Source: an optimization exercise on an open RTL-to-GDS flow (aim: small area, a short achievable clock period and few clock cycles per item). Production flows keep margins and buffers that such runs may drop. Only simulation tests tie the RTL to the original design; equivalence was not proved. Power figures rest on the tool's default switching activity, not on a simulated workload.

## flow/design.v (module list and top-level ports; edited modules follow where they fit)
// module issbc_ctrl: 206 lines
// module issbc_dp: 165 lines
// module issbc_csa: 467 lines
// module issbc_rowcfg: 28 lines
// module issbc_ycon: 43 lines
// module issbc_kfix: 20 lines
// module imu_sample_scale_bias_calibrate: 88 lines
module imu_sample_scale_bias_calibrate
(
  input  wire logic             clk,
  input  wire logic             rst_n,
  input  wire logic             cfg_we,
  input  wire logic [1:0]       cfg_index,
  input  wire logic [CNT_W-1:0] cfg_data,
  input  wire logic             in_valid,
  output logic                  in_ready,
  input  wire logic             in_mode,
  input  wire logic [7:0]       in_x_low_byte,
  input  wire logic [7:0]       in_x_high_byte,
  input  wire logic [7:0]       in_y_low_byte,
  input  wire logic [7:0]       in_y_high_byte,
  input  wire logic [7:0]       in_z_low_byte,
  input  wire logic [7:0]       in_z_high_byte,
  output logic                  out_valid,
  input  wire logic             out_ready,
  output logic                  out_source_kind,
  output logic signed [24:0]    out_x_value,
  output logic signed [24:0]    out_y_value,
  output logic signed [24:0]    out_z_value
);
  // ...
==> flow/run.sh <==
#!/bin/bash
# synth_recipe.tcl (not shown) runs the flow's synth.tcl, then flattens the netlist and writes it again
# the make line also repeats each setting of config.mk as NAME=value (left out here)
make -C /OpenROAD-flow-scripts/flow DESIGN_CONFIG=/design/flow/config.mk WORK_HOME=/design/flow/orfs CLKGATE_MAP_FILE= SYNTH_SCRIPT=/design/flow/synth_recipe.tcl finish
==> flow/config.mk <==
export PLATFORM = sky130hd
export DESIGN_NAME = imu_sample_scale_bias_calibrate
export DESIGN_NICKNAME = imu_sample_scale_bias_calibrate
export VERILOG_FILES = /design/flow/design.v
export SDC_FILE = /design/flow/constraint.sdc
export NUM_CORES = 4
export LEC_CHECK = 0
export CAP_MARGIN = 20
export CORE_MARGIN = 2
export CORE_UTILIZATION = 55
export CTS_BUF_LIST = sky130_fd_sc_hd__clkbuf_8
export CTS_CLUSTER_SIZE = 24
export SETUP_SLACK_MARGIN = 5
export SLEW_MARGIN = 20
==> flow/constraint.sdc <==
create_clock -name core_clock -period 9.0 [get_ports {clk}]
set_input_delay 1.8000 -clock core_clock [delete_from_list [all_inputs] [get_ports {clk}]]
set_output_delay 1.8000 -clock core_clock [all_outputs]
set_load 0.01 [all_outputs]
==> results by group, run 1 <==
Layout
  • Signal buffers: 615
  • Fin area: 82,000 um^2
  • Post-Layout Cell Count: 9,760
  • Multi-input gate share of the layout cell area: 56.9%

Die
  • Starting Density: between 50% and 60%

Synth
  • Syn_nets: 8,776
  • Post-synthesis simple-gate area fraction: 11.8%
  • Synth Cell Area: around 70,000 um^2
  • Most numerous cell in the Yosys netlist: inv_1
  • Area contributors post-synth: edfxtp_1, fa_1, dfxtp_1

Setup path
  • Worst path bufs/invs: 3
  • CP max stage cell: fa_2
  • WP depth: 10
  • Critical Path Sink Type: register
  • Reg2Reg Depth: 10
  • Worst r2r dst: u_y.s1s[28]$_DFFE_PP_
  • Setup crit end: u_y.s1s[28]$_DFFE_PP_
  • CP delay by family, top: adder cells
  • Crit path cell chain: buf_12, or3_4, or3_4, and2_4, buf_12, buf_6, fa_2, fa_2, fa_2, fa_1

Power and ir drop
  • Comb group: 3.67 mW
  • Static Leakage: 34.1 nW
  • Sw power: 4.14 mW
  • Int Pwr: 7.58 mW

Outcome
  • Status: no timing/DRC/antenna violations

Timing
  • Slew HR: approximately 12%
  • Slew Limit Fails: 0

Clock tree
  • # resized after CTS: around 340
  • Post-CTS setup buffers: 228

Detailed routing
  • Post-route ant nets: 0

Global routing
  • Vias in the first global route: 59,900
  • Total GRT Usage: 41.1%
  • Overflow after GRT: 0

Min path
  • Min-Delay Endpoint: u_ctrl.ok$_DFFE_PP_
Testbench counts, summed over its fixed seeds: cycles 2,736, items 2,400.
==> module issbc_dp, before the edit <==
module issbc_dp
(
  input  wire logic                    clk,
  input  wire logic                    rst_n,
  input  wire logic [RAW_W-1:0]        in_raw,
  input  wire logic                    cap,        
  input  wire logic                    cap_sk,     
  input  wire logic                    cap_pass,   
  input  wire logic                    cap_hi,     
  input  wire logic [2:0]              cap_k,      
  input  wire logic                    cap_g,      
  input  wire logic                    sk_ld,      
  input  wire logic                    acc,        
  input  wire logic                    div_load,   
  input  wire logic                    div_step,
  input  wire logic [CNT_W-1:0]        div_n,
  input  wire logic                    g0,         
  input  wire logic [2:0]              k0,         
  input  wire logic [4:0]              sh0,        
  input  wire logic                    e1_0,       
  input  wire logic                    e2_0,
  input  wire logic                    q2_0,
  input  wire logic                    y_rnd,      
  input  wire logic                    ld1,
  input  wire logic                    g1,         
  input  wire logic                    w_p1,       
  input  wire logic                    w_p2,       
  input  wire logic                    kfix,       
  input  wire logic                    ld_out,
  output logic signed [OUT_W-1:0]      out_value
);
  logic [RAW_W-1:0]        sk_raw;
  logic signed [A_W-1:0]   a0;
  logic                    cin0;
  logic signed [SUM_W-1:0] sum_r;
  logic [Q_W-1:0]          q_r;
  logic                    qneg_r;
  logic signed [T_W-1:0]   k_r;
  logic                    z_r;
  logic [T_W-1:0]          s1s, s1c;
  logic signed [OUT_W-1:0] out_r;
  always_ff @(posedge clk) begin
    if (sk_ld) sk_raw <= in_raw;
  end
  logic [16:0]           qpart;
  logic signed [A_W-1:0] a_src;
  always_comb begin
    qpart = cap_hi ? {1'b0, q_r[31:16]} : {1'b0, q_r[15:0]};
    if (cap_pass)    a_src = qneg_r ? $signed(qpart) : $signed(~qpart);
    else if (cap_sk) a_src = {sk_raw[RAW_W-1], sk_raw};
    else             a_src = {in_raw[RAW_W-1], in_raw};
  end
  logic signed [17:0] bcmp;
  logic               below, cin_src;
  assign bcmp    = {a_src[A_W-1], a_src}
                 + (qneg_r ? {2'b00, q_r[31:16]} : ~{2'b00, q_r[31:16]})
                 + {17'd0, !qneg_r && (q_r[15:0] == 16'd0)};
  assign below   = cap_g ? (z_r && bcmp[17]) : a_src[A_W-1];
  assign cin_src = !cap_pass && !below;
  always_ff @(posedge clk) begin
    if (cap) begin
      cin0 <= cin_src;
      a0  <= a_src;
    end
  end
  logic signed [SUM_W-1:0] sum_nx;
  assign sum_nx = sum_r + SUM_W'(a0);
  always_ff @(posedge clk) begin
    if (!rst_n) sum_r <= '0;
    else if (acc) sum_r <= sum_nx;
  end
  logic [SUM_W-1:0] sabs;
  assign sabs = sum_r[SUM_W-1] ? SUM_W'(-sum_r) : SUM_W'(sum_r);
  logic [CNT_W-1:0] rem   [DIV_R+1];
  logic [Q_W-1:0]   nq    [DIV_R+1];
  logic [CNT_W:0]   trial [DIV_R];
  logic [CNT_W:0]   tdiff [DIV_R];
  always_comb begin
    rem[0] = k_r[CNT_W-1:0];
    nq[0]  = q_r;
    for (int i = 0; i < DIV_R; i++) begin
      trial[i] = {rem[i], nq[i][Q_W-1]};
      tdiff[i] = trial[i] - {1'b0, div_n};
      if (!tdiff[i][CNT_W]) begin
        rem[i+1] = tdiff[i][CNT_W-1:0];
        nq[i+1]  = {nq[i][Q_W-2:0], 1'b1};
      end else begin
        rem[i+1] = trial[i][CNT_W-1:0];
        nq[i+1]  = {nq[i][Q_W-2:0], 1'b0};
      end
    end
  end
  logic [T_W-1:0] y_op, cs_s, cs_c;
  logic [T_W-1:0] y_con;
  issbc_ycon u_ycon (
    .p1   (y_rnd),
    .qneg (qneg_r),
    .k    (k0),
    .yc   (y_con)
  );
  assign y_op = (g0 && !y_rnd) ? k_r : y_con;
  logic [AP_W-1:0] a_x, ap0;
  assign a_x = {{(AP_W-A_W){a0[A_W-1]}}, a0};
  assign ap0 = ({AP_W{sh0[0]}} & a_x)
             | ({AP_W{sh0[1]}} & (a_x << 1))
             | ({AP_W{sh0[2]}} & (a_x << 2))
             | ({AP_W{sh0[3]}} & (a_x << 3))
             | ({AP_W{sh0[4]}} & (a_x << 4));
  issbc_csa u_csa (
    .a  (a0),
    .ap (ap0),
    .g  (g0),
    .e1 (e1_0),
    .e2 (e2_0),
    .q2 (q2_0),
    .y  (y_op),
    .cin(cin0),
    .s  (cs_s),
    .c  (cs_c)
  );
  always_ff @(posedge clk) begin
    if (ld1) begin
      s1s <= cs_s;
      s1c <= cs_c;
    end
  end
  logic signed [T_W-1:0] t;
  logic                  tie;
  assign t   = s1s + s1c;
  assign tie = ((s1s[15:0] ^ s1c[15:0]) == {s1s[14:0] | s1c[14:0], 1'b0});
  always_ff @(posedge clk) begin
    if (ld_out) out_r <= t[T_W-1:16];
  end
  assign out_value = out_r;
  logic [15:0]    k_hi;
  logic [T_W-1:0] k_rst;
  issbc_kfix u_kfix (
    .k    (k0),
    .r    (k_r[24:0]),
    .hi   (k_hi),
    .krst (k_rst)
  );
  always_ff @(posedge clk) begin
    if (!rst_n) begin
      q_r    <= '0;
      qneg_r <= 1'b0;
      k_r    <= k_rst;
      z_r    <= 1'b1;
    end else if (div_load) begin
      k_r[CNT_W-1:0] <= sabs[SUM_W-1:16];
      q_r            <= {sabs[15:0], 1'b0, div_n[CNT_W-1:1]};
      qneg_r         <= sum_r[SUM_W-1];
    end else if (div_step) begin
      k_r[CNT_W-1:0] <= rem[DIV_R];
      q_r            <= nq[DIV_R];
    end else if (w_p1) begin
      k_r[24:0] <= t[T_W-1:16];
      z_r       <= tie;
    end else if (kfix) begin
      k_r[T_W-1:25] <= k_hi;
    end else if (w_p2) begin
      k_r <= t;
    end
  end
endmodule
==> run 2: changes to the inputs <==
--- a/flow/design.v
+++ b/flow/design.v
@@ -277,9 +277,12 @@
   end
   logic signed [17:0] bcmp;
   logic               below, cin_src;
-  assign bcmp    = {a_src[A_W-1], a_src}
-                 + (qneg_r ? {2'b00, q_r[31:16]} : ~{2'b00, q_r[31:16]})
-                 + {17'd0, !qneg_r && (q_r[15:0] == 16'd0)};
+  issbc_add18 u_bcmp (
+    .a   ({a_src[A_W-1], a_src}),
+    .b   (qneg_r ? {2'b00, q_r[31:16]} : ~{2'b00, q_r[31:16]}),
+    .cin (!qneg_r && (q_r[15:0] == 16'd0)),
+    .s   (bcmp)
+  );
   assign below   = cap_g ? (z_r && bcmp[17]) : a_src[A_W-1];
   assign cin_src = !cap_pass && !below;
   always_ff @(posedge clk) begin
@@ -288,32 +291,37 @@
       a0  <= a_src;
     end
   end
+  logic                    neg_l;
   logic signed [SUM_W-1:0] sum_nx;
-  assign sum_nx = sum_r + SUM_W'(a0);
+  assign neg_l  = div_load && sum_r[SUM_W-1];
+  issbc_add32 u_sum (
+    .a   (sum_r ^ {SUM_W{neg_l}}),
+    .b   (div_load ? '0 : SUM_W'(a0)),
+    .cin (neg_l),
+    .s   (sum_nx)
+  );
   always_ff @(posedge clk) begin
     if (!rst_n) sum_r <= '0;
     else if (acc) sum_r <= sum_nx;
   end
   logic [SUM_W-1:0] sabs;
-  assign sabs = sum_r[SUM_W-1] ? SUM_W'(-sum_r) : SUM_W'(sum_r);
+  assign sabs = sum_nx;
   logic [CNT_W-1:0] rem   [DIV_R+1];
   logic [Q_W-1:0]   nq    [DIV_R+1];
   logic [CNT_W:0]   trial [DIV_R];
   logic [CNT_W:0]   tdiff [DIV_R];
-  always_comb begin
-    rem[0] = k_r[CNT_W-1:0];
-    nq[0]  = q_r;
-    for (int i = 0; i < DIV_R; i++) begin
-      trial[i] = {rem[i], nq[i][Q_W-1]};
-      tdiff[i] = trial[i] - {1'b0, div_n};
-      if (!tdiff[i][CNT_W]) begin
-        rem[i+1] = tdiff[i][CNT_W-1:0];
-        nq[i+1]  = {nq[i][Q_W-2:0], 1'b1};
-      end else begin
-        rem[i+1] = trial[i][CNT_W-1:0];
-        nq[i+1]  = {nq[i][Q_W-2:0], 1'b0};
-      end
-    end
+  assign rem[0] = k_r[CNT_W-1:0];
+  assign nq[0]  = q_r;
+  for (genvar i = 0; i < DIV_R; i++) begin : g_div
+    assign trial[i] = {rem[i], nq[i][Q_W-1]};
+    issbc_add17 u_sub (
+      .a   (trial[i]),
+      .b   (~{1'b0, div_n}),
+      .cin (1'b1),
+      .s   (tdiff[i])
+    );
+    assign rem[i+1] = tdiff[i][CNT_W] ? trial[i][CNT_W-1:0] : tdiff[i][CNT_W-1:0];
+    assign nq[i+1]  = {nq[i][Q_W-2:0], !tdiff[i][CNT_W]};
   end
   logic [T_W-1:0] y_op, cs_s, cs_c;
   logic [T_W-1:0] y_con;
@@ -351,7 +359,12 @@
   end
   logic signed [T_W-1:0] t;
   logic                  tie;
-  assign t   = s1s + s1c;
+  issbc_add41 u_fin (
+    .a   (s1s),
+    .b   (s1c),
+    .cin (1'b0),
+    .s   (t)
+  );
   assign tie = ((s1s[15:0] ^ s1c[15:0]) == {s1s[14:0] | s1c[14:0], 1'b0});
   always_ff @(posedge clk) begin
     if (ld_out) out_r <= t[T_W-1:16];
@@ -946,6 +959,658 @@
   end
   assign krst = 41'h1b5cfaca304;
 endmodule
+module issbc_add41 (
+  input  wire logic [40:0] a,
+  input  wire logic [40:0] b,
+  input  wire logic        cin,
+  output logic [40:0]      s
+);
+  wire [40:0] p0 = a ^ b;
+  wire [40:0] g0;
+  assign g0[0] = (a[0] & b[0]) | (p0[0] & cin);
+  assign g0[40:1] = a[40:1] & b[40:1];
+  wire gg1 = g0[1] | (p0[1] & g0[0]);
+  wire pp1 = p0[1] & p0[0];
+  wire gg2 = g0[3] | (p0[3] & g0[2]);
+  wire pp2 = p0[3] & p0[2];
+  wire gg3 = g0[5] | (p0[5] & g0[4]);
+  wire pp3 = p0[5] & p0[4];
+  wire gg4 = g0[7] | (p0[7] & g0[6]);
+  wire pp4 = p0[7] & p0[6];
+  wire gg5 = g0[9] | (p0[9] & g0[8]);
+  wire pp5 = p0[9] & p0[8];
+  wire gg6 = g0[11] | (p0[11] & g0[10]);
+  wire pp6 = p0[11] & p0[10];
+  wire gg7 = g0[13] | (p0[13] & g0[12]);
+  wire pp7 = p0[13] & p0[12];
+  wire gg8 = g0[15] | (p0[15] & g0[14]);
+  wire pp8 = p0[15] & p0[14];
+  wire gg9 = g0[17] | (p0[17] & g0[16]);
+  wire pp9 = p0[17] & p0[16];
+  wire gg10 = g0[19] | (p0[19] & g0[18]);
+  wire pp10 = p0[19] & p0[18];
+  wire gg11 = g0[21] | (p0[21] & g0[20]);
+  wire pp11 = p0[21] & p0[20];
+  wire gg12 = g0[23] | (p0[23] & g0[22]);
+  wire pp12 = p0[23] & p0[22];
+  wire gg13 = g0[25] | (p0[25] & g0[24]);
+  wire pp13 = p0[25] & p0[24];
+  wire gg14 = g0[27] | (p0[27] & g0[26]);
+  wire pp14 = p0[27] & p0[26];
+  wire gg15 = g0[29] | (p0[29] & g0[28]);
+  wire pp15 = p0[29] & p0[28];
+  wire gg16 = g0[31] | (p0[31] & g0[30]);
+  wire pp16 = p0[31] & p0[30];
+  wire gg17 = g0[33] | (p0[33] & g0[32]);
+  wire pp17 = p0[33] & p0[32];
+  wire gg18 = g0[35] | (p0[35] & g0[34]);
+  wire pp18 = p0[35] & p0[34];
+  wire gg19 = g0[37] | (p0[37] & g0[36]);
+  wire pp19 = p0[37] & p0[36];
+  wire gg20 = g0[39] | (p0[39] & g0[38]);
+  wire pp20 = p0[39] & p0[38];
+  wire gg21 = g0[2] | (p0[2] & gg1);
+  wire pp21 = p0[2] & pp1;
+  wire gg22 = gg2 | (pp2 & gg1);
+  wire pp22 = pp2 & pp1;
+  wire gg23 = g0[6] | (p0[6] & gg3);
+  wire pp23 = p0[6] & pp3;
+  wire gg24 = gg4 | (pp4 & gg3);
+  wire pp24 = pp4 & pp3;
+  wire gg25 = g0[10] | (p0[10] & gg5);
+  wire pp25 = p0[10] & pp5;
+  wire gg26 = gg6 | (pp6 & gg5);
+  wire pp26 = pp6 & pp5;
+  wire gg27 = g0[14] | (p0[14] & gg7);
+  wire pp27 = p0[14] & pp7;
+  wire gg28 = gg8 | (pp8 & gg7);
+  wire pp28 = pp8 & pp7;
+  wire gg29 = g0[18] | (p0[18] & gg9);
+  wire pp29 = p0[18] & pp9;
+  wire gg30 = gg10 | (pp10 & gg9);
+  wire pp30 = pp10 & pp9;
+  wire gg31 = g0[22] | (p0[22] & gg11);
+  wire pp31 = p0[22] & pp11;
+  wire gg32 = gg12 | (pp12 & gg11);
+  wire pp32 = pp12 & pp11;
+  wire gg33 = g0[26] | (p0[26] & gg13);
+  wire pp33 = p0[26] & pp13;
+  wire gg34 = gg14 | (pp14 & gg13);
+  wire pp34 = pp14 & pp13;
+  wire gg35 = g0[30] | (p0[30] & gg15);
+  wire pp35 = p0[30] & pp15;
+  wire gg36 = gg16 | (pp16 & gg15);
+  wire pp36 = pp16 & pp15;
+  wire gg37 = g0[34] | (p0[34] & gg17);
+  wire pp37 = p0[34] & pp17;
+  wire gg38 = gg18 | (pp18 & gg17);
+  wire pp38 = pp18 & pp17;
+  wire gg39 = g0[38] | (p0[38] & gg19);
+  wire pp39 = p0[38] & pp19;
+  wire gg40 = gg20 | (pp20 & gg19);
+  wire pp40 = pp20 & pp19;
+  wire gg41 = g0[4] | (p0[4] & gg22);
+  wire pp41 = p0[4] & pp22;
+  wire gg42 = gg3 | (pp3 & gg22);
+  wire pp42 = pp3 & pp22;
+  wire gg43 = gg23 | (pp23 & gg22);
+  wire pp43 = pp23 & pp22;
+  wire gg44 = gg24 | (pp24 & gg22);
+  wire pp44 = pp24 & pp22;
+  wire gg45 = g0[12] | (p0[12] & gg26);
+  wire pp45 = p0[12] & pp26;
+  wire gg46 = gg7 | (pp7 & gg26);
+  wire pp46 = pp7 & pp26;
+  wire gg47 = gg27 | (pp27 & gg26);
+  wire pp47 = pp27 & pp26;
+  wire gg48 = gg28 | (pp28 & gg26);
+  wire pp48 = pp28 & pp26;
+  wire gg49 = g0[20] | (p0[20] & gg30);
+  wire pp49 = p0[20] & pp30;
+  wire gg50 = gg11 | (pp11 & gg30);
+  wire pp50 = pp11 & pp30;
+  wire gg51 = gg31 | (pp31 & gg30);
+  wire pp51 = pp31 & pp30;
+  wire gg52 = gg32 | (pp32 & gg30);
+  wire pp52 = pp32 & pp30;
+  wire gg53 = g0[28] | (p0[28] & gg34);
+  wire pp53 = p0[28] & pp34;
+  wire gg54 = gg15 | (pp15 & gg34);
+  wire pp54 = pp15 & pp34;
+  wire gg55 = gg35 | (pp35 & gg34);
+  wire pp55 = pp35 & pp34;
+  wire gg56 = gg36 | (pp36 & gg34);
+  wire pp56 = pp36 & pp34;
+  wire gg57 = g0[36] | (p0[36] & gg38);
+  wire pp57 = p0[36] & pp38;
+  wire gg58 = gg19 | (pp19 & gg38);
+  wire pp58 = pp19 & pp38;
+  wire gg59 = gg39 | (pp39 & gg38);
+  wire pp59 = pp39 & pp38;
+  wire gg60 = gg40 | (pp40 & gg38);
+  wire pp60 = pp40 & pp38;
+  wire gg61 = g0[8] | (p0[8] & gg44);
+  wire pp61 = p0[8] & pp44;
+  wire gg62 = gg5 | (pp5 & gg44);
+  wire pp62 = pp5 & pp44;
+  wire gg63 = gg25 | (pp25 & gg44);
+  wire pp63 = pp25 & pp44;
+  wire gg64 = gg26 | (pp26 & gg44);
+  wire pp64 = pp26 & pp44;
+  wire gg65 = gg45 | (pp45 & gg44);
+  wire pp65 = pp45 & pp44;
+  wire gg66 = gg46 | (pp46 & gg44);
+  wire pp66 = pp46 & pp44;
+  wire gg67 = gg47 | (pp47 & gg44);
+  wire pp67 = pp47 & pp44;
+  wire gg68 = gg48 | (pp48 & gg44);
+  wire pp68 = pp48 & pp44;
+  wire gg69 = g0[24] | (p0[24] & gg52);
+  wire pp69 = p0[24] & pp52;
+  wire gg70 = gg13 | (pp13 & gg52);
+  wire pp70 = pp13 & pp52;
+  wire gg71 = gg33 | (pp33 & gg52);
+  wire pp71 = pp33 & pp52;
+  wire gg72 = gg34 | (pp34 & gg52);
+  wire pp72 = pp34 & pp52;
+  wire gg73 = gg53 | (pp53 & gg52);
+  wire pp73 = pp53 & pp52;
+  wire gg74 = gg54 | (pp54 & gg52);
+  wire pp74 = pp54 & pp52;
+  wire gg75 = gg55 | (pp55 & gg52);
+  wire pp75 = pp55 & pp52;
+  wire gg76 = gg56 | (pp56 & gg52);
+  wire pp76 = pp56 & pp52;
+  wire gg77 = g0[40] | (p0[40] & gg60);
+  wire pp77 = p0[40] & pp60;
+  wire gg78 = g0[16] | (p0[16] & gg68);
+  wire pp78 = p0[16] & pp68;
+  wire gg79 = gg9 | (pp9 & gg68);
+  wire pp79 = pp9 & pp68;
+  wire gg80 = gg29 | (pp29 & gg68);
+  wire pp80 = pp29 & pp68;
+  wire gg81 = gg30 | (pp30 & gg68);
+  wire pp81 = pp30 & pp68;
+  wire gg82 = gg49 | (pp49 & gg68);
+  wire pp82 = pp49 & pp68;
+  wire gg83 = gg50 | (pp50 & gg68);
+  wire pp83 = pp50 & pp68;
+  wire gg84 = gg51 | (pp51 & gg68);
+  wire pp84 = pp51 & pp68;
+  wire gg85 = gg52 | (pp52 & gg68);
+  wire pp85 = pp52 & pp68;
+  wire gg86 = gg69 | (pp69 & gg68);
+  wire pp86 = pp69 & pp68;
+  wire gg87 = gg70 | (pp70 & gg68);
+  wire pp87 = pp70 & pp68;
+  wire gg88 = gg71 | (pp71 & gg68);
+  wire pp88 = pp71 & pp68;
+  wire gg89 = gg72 | (pp72 & gg68);
+  wire pp89 = pp72 & pp68;
+  wire gg90 = gg73 | (pp73 & gg68);
+  wire pp90 = pp73 & pp68;
+  wire gg91 = gg74 | (pp74 & gg68);
+  wire pp91 = pp74 & pp68;
+  wire gg92 = gg75 | (pp75 & gg68);
+  wire pp92 = pp75 & pp68;
+  wire gg93 = gg76 | (pp76 & gg68);
+  wire pp93 = pp76 & pp68;
+  wire gg94 = g0[32] | (p0[32] & gg93);
+  wire pp94 = p0[32] & pp93;
+  wire gg95 = gg17 | (pp17 & gg93);
+  wire pp95 = pp17 & pp93;
+  wire gg96 = gg37 | (pp37 & gg93);
+  wire pp96 = pp37 & pp93;
+  wire gg97 = gg38 | (pp38 & gg93);
+  wire pp97 = pp38 & pp93;
+  wire gg98 = gg57 | (pp57 & gg93);
+  wire pp98 = pp57 & pp93;
+  wire gg99 = gg58 | (pp58 & gg93);
+  wire pp99 = pp58 & pp93;
+  wire gg100 = gg59 | (pp59 & gg93);
+  wire pp100 = pp59 & pp93;
+  wire gg101 = gg60 | (pp60 & gg93);
+  wire pp101 = pp60 & pp93;
+  wire gg102 = gg77 | (pp77 & gg93);
+  wire pp102 = pp77 & pp93;
+  assign s[0] = p0[0] ^ cin;
+  assign s[1] = p0[1] ^ g0[0];
+  assign s[2] = p0[2] ^ gg1;
+  assign s[3] = p0[3] ^ gg21;
+  assign s[4] = p0[4] ^ gg22;
+  assign s[5] = p0[5] ^ gg41;
+  assign s[6] = p0[6] ^ gg42;
+  assign s[7] = p0[7] ^ gg43;
+  assign s[8] = p0[8] ^ gg44;
+  assign s[9] = p0[9] ^ gg61;
+  assign s[10] = p0[10] ^ gg62;
+  assign s[11] = p0[11] ^ gg63;
+  assign s[12] = p0[12] ^ gg64;
+  assign s[13] = p0[13] ^ gg65;
+  assign s[14] = p0[14] ^ gg66;
+  assign s[15] = p0[15] ^ gg67;
+  assign s[16] = p0[16] ^ gg68;
+  assign s[17] = p0[17] ^ gg78;
+  assign s[18] = p0[18] ^ gg79;
+  assign s[19] = p0[19] ^ gg80;
+  assign s[20] = p0[20] ^ gg81;
+  assign s[21] = p0[21] ^ gg82;
+  assign s[22] = p0[22] ^ gg83;
+  assign s[23] = p0[23] ^ gg84;
+  assign s[24] = p0[24] ^ gg85;
+  assign s[25] = p0[25] ^ gg86;
+  assign s[26] = p0[26] ^ gg87;
+  assign s[27] = p0[27] ^ gg88;
+  assign s[28] = p0[28] ^ gg89;
+  assign s[29] = p0[29] ^ gg90;
+  assign s[30] = p0[30] ^ gg91;
+  assign s[31] = p0[31] ^ gg92;
+  assign s[32] = p0[32] ^ gg93;
+  assign s[33] = p0[33] ^ gg94;
+  assign s[34] = p0[34] ^ gg95;
+  assign s[35] = p0[35] ^ gg96;
+  assign s[36] = p0[36] ^ gg97;
+  assign s[37] = p0[37] ^ gg98;
+  assign s[38] = p0[38] ^ gg99;
+  assign s[39] = p0[39] ^ gg100;
+  assign s[40] = p0[40] ^ gg101;
+endmodule
+module issbc_add32 (
+  input  wire logic [31:0] a,
+  input  wire logic [31:0] b,
+  input  wire logic        cin,
+  output logic [31:0]      s
+);
+  wire [31:0] p0 = a ^ b;
+  wire [31:0] g0;
+  assign g0[0] = (a[0] & b[0]) | (p0[0] & cin);
+  assign g0[31:1] = a[31:1] & b[31:1];
+  wire gg1 = g0[1] | (p0[1] & g0[0]);
+  wire pp1 = p0[1] & p0[0];
+  wire gg2 = g0[3] | (p0[3] & g0[2]);
+  wire pp2 = p0[3] & p0[2];
+  wire gg3 = g0[5] | (p0[5] & g0[4]);
+  wire pp3 = p0[5] & p0[4];
+  wire gg4 = g0[7] | (p0[7] & g0[6]);
+  wire pp4 = p0[7] & p0[6];
+  wire gg5 = g0[9] | (p0[9] & g0[8]);
+  wire pp5 = p0[9] & p0[8];
+  wire gg6 = g0[11] | (p0[11] & g0[10]);
+  wire pp6 = p0[11] & p0[10];
+  wire gg7 = g0[13] | (p0[13] & g0[12]);
+  wire pp7 = p0[13] & p0[12];
+  wire gg8 = g0[15] | (p0[15] & g0[14]);
+  wire pp8 = p0[15] & p0[14];
+  wire gg9 = g0[17] | (p0[17] & g0[16]);
+  wire pp9 = p0[17] & p0[16];
+  wire gg10 = g0[19] | (p0[19] & g0[18]);
+  wire pp10 = p0[19] & p0[18];
+  wire gg11 = g0[21] | (p0[21] & g0[20]);
+  wire pp11 = p0[21] & p0[20];
+  wire gg12 = g0[23] | (p0[23] & g0[22]);
+  wire pp12 = p0[23] & p0[22];
+  wire gg13 = g0[25] | (p0[25] & g0[24]);
+  wire pp13 = p0[25] & p0[24];
+  wire gg14 = g0[27] | (p0[27] & g0[26]);
+  wire pp14 = p0[27] & p0[26];
+  wire gg15 = g0[29] | (p0[29] & g0[28]);
+  wire pp15 = p0[29] & p0[28];
+  wire gg16 = g0[31] | (p0[31] & g0[30]);
+  wire pp16 = p0[31] & p0[30];
+  wire gg17 = g0[2] | (p0[2] & gg1);
+  wire pp17 = p0[2] & pp1;
+  wire gg18 = gg2 | (pp2 & gg1);
+  wire pp18 = pp2 & pp1;
+  wire gg19 = g0[6] | (p0[6] & gg3);
+  wire pp19 = p0[6] & pp3;
+  wire gg20 = gg4 | (pp4 & gg3);
+  wire pp20 = pp4 & pp3;
+  wire gg21 = g0[10] | (p0[10] & gg5);
+  wire pp21 = p0[10] & pp5;
+  wire gg22 = gg6 | (pp6 & gg5);
+  wire pp22 = pp6 & pp5;
+  wire gg23 = g0[14] | (p0[14] & gg7);
+  wire pp23 = p0[14] & pp7;
+  wire gg24 = gg8 | (pp8 & gg7);
+  wire pp24 = pp8 & pp7;
+  wire gg25 = g0[18] | (p0[18] & gg9);
+  wire pp25 = p0[18] & pp9;
+  wire gg26 = gg10 | (pp10 & gg9);
+  wire pp26 = pp10 & pp9;
+  wire gg27 = g0[22] | (p0[22] & gg11);
+  wire pp27 = p0[22] & pp11;
+  wire gg28 = gg12 | (pp12 & gg11);
+  wire pp28 = pp12 & pp11;
+  wire gg29 = g0[26] | (p0[26] & gg13);
+  wire pp29 = p0[26] & pp13;
+  wire gg30 = gg14 | (pp14 & gg13);
+  wire pp30 = pp14 & pp13;
+  wire gg31 = g0[30] | (p0[30] & gg15);
+  wire pp31 = p0[30] & pp15;
+  wire gg32 = gg16 | (pp16 & gg15);
+  wire pp32 = pp16 & pp15;
+  wire gg33 = g0[4] | (p0[4] & gg18);
+  wire pp33 = p0[4] & pp18;
+  wire gg34 = gg3 | (pp3 & gg18);
+  wire pp34 = pp3 & pp18;
+  wire gg35 = gg19 | (pp19 & gg18);
+  wire pp35 = pp19 & pp18;
+  wire gg36 = gg20 | (pp20 & gg18);
+  wire pp36 = pp20 & pp18;
+  wire gg37 = g0[12] | (p0[12] & gg22);
+  wire pp37 = p0[12] & pp22;
+  wire gg38 = gg7 | (pp7 & gg22);
+  wire pp38 = pp7 & pp22;
+  wire gg39 = gg23 | (pp23 & gg22);
+  wire pp39 = pp23 & pp22;
+  wire gg40 = gg24 | (pp24 & gg22);
+  wire pp40 = pp24 & pp22;
+  wire gg41 = g0[20] | (p0[20] & gg26);
+  wire pp41 = p0[20] & pp26;
+  wire gg42 = gg11 | (pp11 & gg26);
+  wire pp42 = pp11 & pp26;
+  wire gg43 = gg27 | (pp27 & gg26);
+  wire pp43 = pp27 & pp26;
+  wire gg44 = gg28 | (pp28 & gg26);
+  wire pp44 = pp28 & pp26;
+  wire gg45 = g0[28] | (p0[28] & gg30);
+  wire pp45 = p0[28] & pp30;
+  wire gg46 = gg15 | (pp15 & gg30);
+  wire pp46 = pp15 & pp30;
+  wire gg47 = gg31 | (pp31 & gg30);
+  wire pp47 = pp31 & pp30;
+  wire gg48 = gg32 | (pp32 & gg30);
+  wire pp48 = pp32 & pp30;
+  wire gg49 = g0[8] | (p0[8] & gg36);
+  wire pp49 = p0[8] & pp36;
+  wire gg50 = gg5 | (pp5 & gg36);
+  wire pp50 = pp5 & pp36;
+  wire gg51 = gg21 | (pp21 & gg36);
+  wire pp51 = pp21 & pp36;
+  wire gg52 = gg22 | (pp22 & gg36);
+  wire pp52 = pp22 & pp36;
+  wire gg53 = gg37 | (pp37 & gg36);
+  wire pp53 = pp37 & pp36;
+  wire gg54 = gg38 | (pp38 & gg36);
+  wire pp54 = pp38 & pp36;
+  wire gg55 = gg39 | (pp39 & gg36);
+  wire pp55 = pp39 & pp36;
+  wire gg56 = gg40 | (pp40 & gg36);
+  wire pp56 = pp40 & pp36;
+  wire gg57 = g0[24] | (p0[24] & gg44);
+  wire pp57 = p0[24] & pp44;
+  wire gg58 = gg13 | (pp13 & gg44);
+  wire pp58 = pp13 & pp44;
+  wire gg59 = gg29 | (pp29 & gg44);
+  wire pp59 = pp29 & pp44;
+  wire gg60 = gg30 | (pp30 & gg44);
+  wire pp60 = pp30 & pp44;
+  wire gg61 = gg45 | (pp45 & gg44);
+  wire pp61 = pp45 & pp44;
+  wire gg62 = gg46 | (pp46 & gg44);
+  wire pp62 = pp46 & pp44;
+  wire gg63 = gg47 | (pp47 & gg44);
+  wire pp63 = pp47 & pp44;
+  wire gg64 = gg48 | (pp48 & gg44);
+  wire pp64 = pp48 & pp44;
+  wire gg65 = g0[16] | (p0[16] & gg56);
+  wire pp65 = p0[16] & pp56;
+  wire gg66 = gg9 | (pp9 & gg56);
+  wire pp66 = pp9 & pp56;
+  wire gg67 = gg25 | (pp25 & gg56);
+  wire pp67 = pp25 & pp56;
+  wire gg68 = gg26 | (pp26 & gg56);
+  wire pp68 = pp26 & pp56;
+  wire gg69 = gg41 | (pp41 & gg56);
+  wire pp69 = pp41 & pp56;
+  wire gg70 = gg42 | (pp42 & gg56);
+  wire pp70 = pp42 & pp56;
+  wire gg71 = gg43 | (pp43 & gg56);
+  wire pp71 = pp43 & pp56;
+  wire gg72 = gg44 | (pp44 & gg56);
+  wire pp72 = pp44 & pp56;
+  wire gg73 = gg57 | (pp57 & gg56);
+  wire pp73 = pp57 & pp56;
+  wire gg74 = gg58 | (pp58 & gg56);
+  wire pp74 = pp58 & pp56;
+  wire gg75 = gg59 | (pp59 & gg56);
+  wire pp75 = pp59 & pp56;
+  wire gg76 = gg60 | (pp60 & gg56);
+  wire pp76 = pp60 & pp56;
+  wire gg77 = gg61 | (pp61 & gg56);
+  wire pp77 = pp61 & pp56;
+  wire gg78 = gg62 | (pp62 & gg56);
+  wire pp78 = pp62 & pp56;
+  wire gg79 = gg63 | (pp63 & gg56);
+  wire pp79 = pp63 & pp56;
+  wire gg80 = gg64 | (pp64 & gg56);
+  wire pp80 = pp64 & pp56;
+  assign s[0] = p0[0] ^ cin;
+  assign s[1] = p0[1] ^ g0[0];
+  assign s[2] = p0[2] ^ gg1;
+  assign s[3] = p0[3] ^ gg17;
+  assign s[4] = p0[4] ^ gg18;
+  assign s[5] = p0[5] ^ gg33;
+  assign s[6] = p0[6] ^ gg34;
+  assign s[7] = p0[7] ^ gg35;
+  assign s[8] = p0[8] ^ gg36;
+  assign s[9] = p0[9] ^ gg49;
+  assign s[10] = p0[10] ^ gg50;
+  assign s[11] = p0[11] ^ gg51;
+  assign s[12] = p0[12] ^ gg52;
+  assign s[13] = p0[13] ^ gg53;
+  assign s[14] = p0[14] ^ gg54;
+  assign s[15] = p0[15] ^ gg55;
+  assign s[16] = p0[16] ^ gg56;
+  assign s[17] = p0[17] ^ gg65;
+  assign s[18] = p0[18] ^ gg66;
+  assign s[19] = p0[19] ^ gg67;
+  assign s[20] = p0[20] ^ gg68;
+  assign s[21] = p0[21] ^ gg69;
+  assign s[22] = p0[22] ^ gg70;
+  assign s[23] = p0[23] ^ gg71;
+  assign s[24] = p0[24] ^ gg72;
+  assign s[25] = p0[25] ^ gg73;
+  assign s[26] = p0[26] ^ gg74;
+  assign s[27] = p0[27] ^ gg75;
+  assign s[28] = p0[28] ^ gg76;
+  assign s[29] = p0[29] ^ gg77;
+  assign s[30] = p0[30] ^ gg78;
+  assign s[31] = p0[31] ^ gg79;
+endmodule
+module issbc_add18 (
+  input  wire logic [17:0] a,
+  input  wire logic [17:0] b,
+  input  wire logic        cin,
+  output logic [17:0]      s
+);
+  wire [17:0] p0 = a ^ b;
+  wire [17:0] g0;
+  assign g0[0] = (a[0] & b[0]) | (p0[0] & cin);
+  assign g0[17:1] = a[17:1] & b[17:1];
+  wire gg1 = g0[1] | (p0[1] & g0[0]);
+  wire pp1 = p0[1] & p0[0];
+  wire gg2 = g0[3] | (p0[3] & g0[2]);
+  wire pp2 = p0[3] & p0[2];
+  wire gg3 = g0[5] | (p0[5] & g0[4]);
+  wire pp3 = p0[5] & p0[4];
+  wire gg4 = g0[7] | (p0[7] & g0[6]);
+  wire pp4 = p0[7] & p0[6];
+  wire gg5 = g0[9] | (p0[9] & g0[8]);
+  wire pp5 = p0[9] & p0[8];
+  wire gg6 = g0[11] | (p0[11] & g0[10]);
+  wire pp6 = p0[11] & p0[10];
+  wire gg7 = g0[13] | (p0[13] & g0[12]);
+  wire pp7 = p0[13] & p0[12];
+  wire gg8 = g0[15] | (p0[15] & g0[14]);
+  wire pp8 = p0[15] & p0[14];
+  wire gg9 = g0[17] | (p0[17] & g0[16]);
+  wire pp9 = p0[17] & p0[16];
+  wire gg10 = g0[2] | (p0[2] & gg1);
+  wire pp10 = p0[2] & pp1;
+  wire gg11 = gg2 | (pp2 & gg1);
+  wire pp11 = pp2 & pp1;
+  wire gg12 = g0[6] | (p0[6] & gg3);
+  wire pp12 = p0[6] & pp3;
+  wire gg13 = gg4 | (pp4 & gg3);
+  wire pp13 = pp4 & pp3;
+  wire gg14 = g0[10] | (p0[10] & gg5);
+  wire pp14 = p0[10] & pp5;
+  wire gg15 = gg6 | (pp6 & gg5);
+  wire pp15 = pp6 & pp5;
+  wire gg16 = g0[14] | (p0[14] & gg7);
+  wire pp16 = p0[14] & pp7;
+  wire gg17 = gg8 | (pp8 & gg7);
+  wire pp17 = pp8 & pp7;
+  wire gg18 = g0[4] | (p0[4] & gg11);
+  wire pp18 = p0[4] & pp11;
+  wire gg19 = gg3 | (pp3 & gg11);
+  wire pp19 = pp3 & pp11;
+  wire gg20 = gg12 | (pp12 & gg11);
+  wire pp20 = pp12 & pp11;
+  wire gg21 = gg13 | (pp13 & gg11);
+  wire pp21 = pp13 & pp11;
+  wire gg22 = g0[12] | (p0[12] & gg15);
+  wire pp22 = p0[12] & pp15;
+  wire gg23 = gg7 | (pp7 & gg15);
+  wire pp23 = pp7 & pp15;
+  wire gg24 = gg16 | (pp16 & gg15);
+  wire pp24 = pp16 & pp15;
+  wire gg25 = gg17 | (pp17 & gg15);
+  wire pp25 = pp17 & pp15;
+  wire gg26 = g0[8] | (p0[8] & gg21);
+  wire pp26 = p0[8] & pp21;
+  wire gg27 = gg5 | (pp5 & gg21);
+  wire pp27 = pp5 & pp21;
+  wire gg28 = gg14 | (pp14 & gg21);
+  wire pp28 = pp14 & pp21;
+  wire gg29 = gg15 | (pp15 & gg21);
+  wire pp29 = pp15 & pp21;
+  wire gg30 = gg22 | (pp22 & gg21);
+  wire pp30 = pp22 & pp21;
+  wire gg31 = gg23 | (pp23 & gg21);
+  wire pp31 = pp23 & pp21;
+  wire gg32 = gg24 | (pp24 & gg21);
+  wire pp32 = pp24 & pp21;
+  wire gg33 = gg25 | (pp25 & gg21);
+  wire pp33 = pp25 & pp21;
+  wire gg34 = g0[16] | (p0[16] & gg33);
+  wire pp34 = p0[16] & pp33;
+  wire gg35 = gg9 | (pp9 & gg33);
+  wire pp35 = pp9 & pp33;
+  assign s[0] = p0[0] ^ cin;
+  assign s[1] = p0[1] ^ g0[0];
+  assign s[2] = p0[2] ^ gg1;
+  assign s[3] = p0[3] ^ gg10;
+  assign s[4] = p0[4] ^ gg11;
+  assign s[5] = p0[5] ^ gg18;
+  assign s[6] = p0[6] ^ gg19;
+  assign s[7] = p0[7] ^ gg20;
+  assign s[8] = p0[8] ^ gg21;
+  assign s[9] = p0[9] ^ gg26;
+  assign s[10] = p0[10] ^ gg27;
+  assign s[11] = p0[11] ^ gg28;
+  assign s[12] = p0[12] ^ gg29;
+  assign s[13] = p0[13] ^ gg30;
+  assign s[14] = p0[14] ^ gg31;
+  assign s[15] = p0[15] ^ gg32;
+  assign s[16] = p0[16] ^ gg33;
+  assign s[17] = p0[17] ^ gg34;
+endmodule
+module issbc_add17 (
+  input  wire logic [16:0] a,
+  input  wire logic [16:0] b,
+  input  wire logic        cin,
+  output logic [16:0]      s
+);
+  wire [16:0] p0 = a ^ b;
+  wire [16:0] g0;
+  assign g0[0] = (a[0] & b[0]) | (p0[0] & cin);
+  assign g0[16:1] = a[16:1] & b[16:1];
+  wire gg1 = g0[1] | (p0[1] & g0[0]);
+  wire pp1 = p0[1] & p0[0];
+  wire gg2 = g0[3] | (p0[3] & g0[2]);
+  wire pp2 = p0[3] & p0[2];
+  wire gg3 = g0[5] | (p0[5] & g0[4]);
+  wire pp3 = p0[5] & p0[4];
+  wire gg4 = g0[7] | (p0[7] & g0[6]);
+  wire pp4 = p0[7] & p0[6];
+  wire gg5 = g0[9] | (p0[9] & g0[8]);
+  wire pp5 = p0[9] & p0[8];
+  wire gg6 = g0[11] | (p0[11] & g0[10]);
+  wire pp6 = p0[11] & p0[10];
+  wire gg7 = g0[13] | (p0[13] & g0[12]);
+  wire pp7 = p0[13] & p0[12];
+  wire gg8 = g0[15] | (p0[15] & g0[14]);
+  wire pp8 = p0[15] & p0[14];
+  wire gg9 = g0[2] | (p0[2] & gg1);
+  wire pp9 = p0[2] & pp1;
+  wire gg10 = gg2 | (pp2 & gg1);
+  wire pp10 = pp2 & pp1;
+  wire gg11 = g0[6] | (p0[6] & gg3);
+  wire pp11 = p0[6] & pp3;
+  wire gg12 = gg4 | (pp4 & gg3);
+  wire pp12 = pp4 & pp3;
+  wire gg13 = g0[10] | (p0[10] & gg5);
+  wire pp13 = p0[10] & pp5;
+  wire gg14 = gg6 | (pp6 & gg5);
+  wire pp14 = pp6 & pp5;
+  wire gg15 = g0[14] | (p0[14] & gg7);
+  wire pp15 = p0[14] & pp7;
+  wire gg16 = gg8 | (pp8 & gg7);
+  wire pp16 = pp8 & pp7;
+  wire gg17 = g0[4] | (p0[4] & gg10);
+  wire pp17 = p0[4] & pp10;
+  wire gg18 = gg3 | (pp3 & gg10);
+  wire pp18 = pp3 & pp10;
+  wire gg19 = gg11 | (pp11 & gg10);
+  wire pp19 = pp11 & pp10;
+  wire gg20 = gg12 | (pp12 & gg10);
+  wire pp20 = pp12 & pp10;
+  wire gg21 = g0[12] | (p0[12] & gg14);
+  wire pp21 = p0[12] & pp14;
+  wire gg22 = gg7 | (pp7 & gg14);
+  wire pp22 = pp7 & pp14;
+  wire gg23 = gg15 | (pp15 & gg14);
+  wire pp23 = pp15 & pp14;
+  wire gg24 = gg16 | (pp16 & gg14);
+  wire pp24 = pp16 & pp14;
+  wire gg25 = g0[8] | (p0[8] & gg20);
+  wire pp25 = p0[8] & pp20;
+  wire gg26 = gg5 | (pp5 & gg20);
+  wire pp26 = pp5 & pp20;
+  wire gg27 = gg13 | (pp13 & gg20);
+  wire pp27 = pp13 & pp20;
+  wire gg28 = gg14 | (pp14 & gg20);
+  wire pp28 = pp14 & pp20;
+  wire gg29 = gg21 | (pp21 & gg20);
+  wire pp29 = pp21 & pp20;
+  wire gg30 = gg22 | (pp22 & gg20);
+  wire pp30 = pp22 & pp20;
+  wire gg31 = gg23 | (pp23 & gg20);
+  wire pp31 = pp23 & pp20;
+  wire gg32 = gg24 | (pp24 & gg20);
+  wire pp32 = pp24 & pp20;
+  wire gg33 = g0[16] | (p0[16] & gg32);
+  wire pp33 = p0[16] & pp32;
+  assign s[0] = p0[0] ^ cin;
+  assign s[1] = p0[1] ^ g0[0];
+  assign s[2] = p0[2] ^ gg1;
+  assign s[3] = p0[3] ^ gg9;
+  assign s[4] = p0[4] ^ gg10;
+  assign s[5] = p0[5] ^ gg17;
+  assign s[6] = p0[6] ^ gg18;
+  assign s[7] = p0[7] ^ gg19;
+  assign s[8] = p0[8] ^ gg20;
+  assign s[9] = p0[9] ^ gg25;
+  assign s[10] = p0[10] ^ gg26;
+  assign s[11] = p0[11] ^ gg27;
+  assign s[12] = p0[12] ^ gg28;
+  assign s[13] = p0[13] ^ gg29;
+  assign s[14] = p0[14] ^ gg30;
+  assign s[15] = p0[15] ^ gg31;
+  assign s[16] = p0[16] ^ gg32;
+endmodule
 `default_nettype wire
 `default_nettype none
 import issbc_pkg::*;
==> run 2 against run 1 <==
Compared with the run above: sequential power barely moved; count of clock-buffer cells in the layout rose by 1; critical path depth rose by 2; still clean; worst setup slack got worse by 0.036 ns; largest cell class unchanged.
==> results by group, run 2 <==
Outcome
  • Status: no timing/DRC/antenna violations (unchanged)

Detailed routing
  • DR WL met3: 27.5 mm (was 30.9 mm)
  • Wire length on met1: 100 mm (was 108 mm)
  • Post-route ant nets: 0 (unchanged)
  • DRC viols: 0 (unchanged)
  • Met2 wire length: 111 mm (was 118 mm)
  • Via/cell ratio: 6.35 (was 6.46)
  • DR top layer: met5 (unchanged)
  • DR WL/cell: 28.1 um (was 28.4 um)
  • Initial DRC count: 7,292 (was 8,016)
  • WL final: 257 mm (was 277 mm)
  • Total number of vias: 58,000 (was 63,100)
  • Detailed-router iteration count before antenna repair: 9 (unchanged)

Layout
  • Layout net count: 8,570 (was 9,132)
  • Multi-input gate area: 44,400 um^2 (was 46,700 um^2)
  • Number of fill cells: 9,949 (was 10,800)
  • Layout cell share with drive strength beyond 1: 16.0% (was 14.8%)
  • Final Util: 65.4% (was 64.4%)
  • Synthesis-to-layout area growth: 17.8% (was 16.4%)
  • Most frequent cells in the layout: inv_1, ha_1, nand2_1 (was inv_1, nand2_1, ha_1)
  • Fin area: 79,700 um^2 (was 82,000 um^2)
  • Register area: 20,800 um^2 (about the same)
  • Most common cell after layout, fill and taps aside: inv_1 (unchanged)

Timing
  • RSZ-0062 raised after global routing: true (unchanged)
  • Setup Viol. Count Final: 0 (unchanged)
  • WHS: 0.431 ns (was 0.420 ns)
  • Fin crit share: 47.4% (was 47.0%)
  • Clock Skew: 0.0527 ns (was 0.0606 ns)
  • Final Critical Period: 4.26 ns (was 4.23 ns)
  • Slew Limit Fails: 0 (unchanged)
  • Post-route setup TNS: 0 ns (unchanged)
  • Slew HR: 15.7% (was 12.3%)
  • Final hold vios: 0 (unchanged)
  • Maximum clock rate: 0.235 GHz (was 0.237 GHz)
  • Slew @ Worst Pin: 1.26 ns (was 1.31 ns)

Synth
  • Cell accounting for the most synthesized area: edfxtp_1 (unchanged)
  • Mux contribution to synthesized area: 3.06% (was 2.61%)
  • Yosys cell types: 100 (was 81)
  • Post-Synthesis Cells: 7,008 (was 7,605)
  • Register bit total from synthesis: 817 (unchanged)
  • Top cell type's share of synthesized area: 19.4% (was 18.7%)
  • Ys async rst share: 0% (unchanged)
  • Compound-cell area share of the yosys netlist: 16.1% (was 18.9%)
  • Post-synthesis simple-gate area fraction: 11.2% (was 11.8%)
  • Synth Area in XOR/XNOR: 5.57% (was 5.64%)
  • Sequential area share after synthesis: 30.7% (was 29.4%)
  • Post-synth top cells: inv_1, ha_1, nand2_1 (was inv_1, nand2_1, ha_1)
  • Syn_nets: 8,200 (was 8,776)
  • Synth Area in Adders: 26.6% (was 24.8%)
  • Most numerous cell in the Yosys netlist: inv_1 (unchanged)
  • Avg Inst Size Synth: 9.65 um^2 (was 9.27 um^2)
  • Area contributors post-synth: edfxtp_1, fa_1, dfxtp_1 (unchanged)
  • Synth Cell Area: 67,600 um^2 (was 70,500 um^2)
  • Ys Warns: 12 (was 13)
  • Post-synth EDFFs: 438 (unchanged)
  • Primary FF master, synth: edfxtp_1 (unchanged)
  • Largest family of logic cells by synthesized area: adder cells (unchanged)

Setup path
  • Critical path data arrival time: 4.90 ns (was 4.85 ns)
  • Critical Path Sink Type: register (unchanged)
  • Startpoint Class: register (unchanged)
  • Worst Path Max Fanout: 7 (was 8)
  • WP data required: 9.64 ns (was 9.63 ns)
  • Crit Path Category: register to register (unchanged)

Clock tree
  • CTS buffer count: 154 (was 155)
  • CTS tree: yes (unchanged)
  • Sink Count: 817 (unchanged)
  • CTS Buffer Depth: 3 (unchanged)
  • CTS H-Tree Depth: 4 (unchanged)
  • Clock root buffer: clkbuf_8 (unchanged)
  • Clock Latency Late Sink: 0.93 ns (about the same)
  • Clock-pin slew on the worst setup and hold paths: 0.08 ns (was 0.06 ns)

Placement
  • Dpl hpwl: 180 mm (was 198 mm)
  • Placement Cell Area: 70,700 um^2 (was 73,700 um^2)
  • GPL Wtd Cong: 1.02 (was 1.04)
  • Buffers on Ports: 149 (unchanged)

Power and ir drop
  • Static Leakage: 32.9 nW (was 34.1 nW)
  • Pwr Density: 144 nW/um^2 (was 143 nW/um^2)
  • Peak supply drop: 0.200 mV (was 0.153 mV)

Die
  • Cell Rows: 128 (was 131)
  • Die ar.: 126,000 um^2 (was 131,000 um^2)
  • Starting Density: 55.5% (was 55.3%)
  • Die Ht: 355 um (was 362 um)
  • Die Width: 355 um (was 362 um)
  • Core Area: 122,000 um^2 (was 127,000 um^2)
  • Ports: 150 (unchanged)

Global routing
  • Vias in the first global route: 55,600 (was 59,900)
  • Pin count of the biggest net entering global routing: 143 (was 164)
  • Total GRT Usage: 39.8% (was 41.1%)
  • Overflow after GRT: 0 (unchanged)
  • Initial antenna violation count: 12 (was 9)
  • First-pass GRT wire length: 368 mm (was 397 mm)

Run
  • Number of max-cap violations: 0 (unchanged)

Min path
  • Min-Delay Path Class: register to register (unchanged)
[run 2: changes by cell type after synthesis, moves of 27 or more]
cell / change
o31ai_1: -35
inv_1: -54
a222oi_1: -40
nand2_1: -109
a21oi_1: -114
nor2_1: +42
and2_1: +43
mux2i_1: +27
a21o_1: -58
o21ai_0: -126
a221oi_1: +27
nor2b_1: -31
clkbuf_1: -71
fa_1: +36
[run 2: layout make-up]
cell class	count	area share, %
antenna	6	0.0188
clock buffer	176	3.04
clock inverter	108	0.973
inverter	811	4.00
multi-input combinational	4996	55.7
sequential	817	26.1
tap	1625	2.55
timing repair buffer	598	7.65
[run 2: cells by family (layout without fill, tap and decap cells)]
kind of cell / Yosys count / after routing
flops: 817 / 817
other cells: 0 / 6
mux: 206 / 206
compound gates: 1587 / 1587
xor+xnor: 429 / 429
buf+inv: 1201 / 1693
fa+ha+maj: 1120 / 1120
simple gates: 1648 / 1654
[run 2: power breakdown]
group	internal [mW]	leakage [nW]	switching [mW]
clock	2.05	1.83	1.84
combinational	1.31	24.0	1.93
sequential	4.21	7.05	0.113
[run 2: path summary, 6_finish.rpt]
| check | startpoint | to | slack (ns) | cells after the start |
|---|---|---|---|---|
| worst max-delay path | u_ctrl.sh0_r[0]$_SDFFCE_PP0P_ | u_y.s1s[28]$_DFFE_PP_ | 4.74 | 12 |
| worst min-delay path | u_ctrl.g1_r$_DFFE_PP_ | u_ctrl.ok$_DFFE_PP_ | 0.43 | 0 |
| worst max register to register | u_ctrl.sh0_r[0]$_SDFFCE_PP0P_ | u_y.s1s[28]$_DFFE_PP_ | 4.74 | 12 |
| worst min register to register | u_ctrl.g1_r$_DFFE_PP_ | u_ctrl.ok$_DFFE_PP_ | 0.43 | 0 |
[run 2: worst max-delay path: stages, from the launching register on]
cell,delay [ns]
edfxtp_1,0.44
buf_12,0.19
buf_8,0.14
buf_6,0.11
a222oi_1,0.32
and3_4,0.29
clkinvlp_4,0.17
buf_12,0.17
ha_4,0.20
fa_2,0.54
fa_2,0.44
fa_1,0.52
fa_2,0.43
[run 2: per-stage QoR]
| stage | total power, mW | setup WS (ns) | std cells |
|---|---|---|---|
| 6_report | 11.5 | 4.74 | 9137 |
| 2_1_floorplan | 6.28 | 3.92 | 7008 |
| 4_1_cts | 11.3 | 4.82 | 9015 |
| 3_3_place_gp | 7.25 | 3.30 | 8499 |
| 3_5_place_dp | 7.30 | 3.24 | 8500 |
| 5_1_grt | 12.0 | 4.69 | 9133 |
[run 2: what timing repair did]
item | 4_1_cts | 5_1_grt
hold buffers | 0 | 0
cloned | 16 | 7
pin swaps | 212 | 229
buffers inserted | 215 | 108
endpoints found under the hold margin | 0 | 0
resized for setup | 375 | 362
endpoints found under the setup margin | 376 | 210
[run 2: layer usage]
metal	vias to the layer above	global-route usage (%)
met5	-	0
met2	3413	60.1
met1	28600	52.7
met4	10	23.1
met3	813	9.03
li1	25200	-
Testbench counts of run 2, summed over its fixed seeds: cycles 2,736, items 2,400.

## afterwards: timing with drivers on the ports
No port has a modelled driver above. Below, the same layouts with a new extraction and two added sets of constraints.
Step 1, drivers: a clkbuf_16 drives clk and a buf_2 each remaining input, both assumed.
Step 2, shift: input delay + t, output delay - t, t = (earliest + latest rising clock arrival at the registers) / 2. This alone moves slack from input paths to output paths.
a / b / c = no drivers / after step 1 / after step 2; a / b = the first two.
| run | t (ns) | slack for setup (ns) | hold slack, ns | clock arrival spread, ns | worst data-port slew with drivers (ns) |
|---|---|---|---|---|---|
| run 1 | 0.979 | 4.774 / 4.774 / 4.160 | 0.420 / 0.420 / 0.420 | 0.063 / 0.064 | 0.08 |
| run 2 | 0.984 | 4.738 / 4.738 / 4.078 | 0.431 / 0.431 / 0.431 | 0.057 / 0.057 | 0.13 |
After both steps every run listed still meets setup and hold. The setup slack of run 2, which loses most, moves by 0.000 ns with the drivers and by -0.660 ns with both steps.
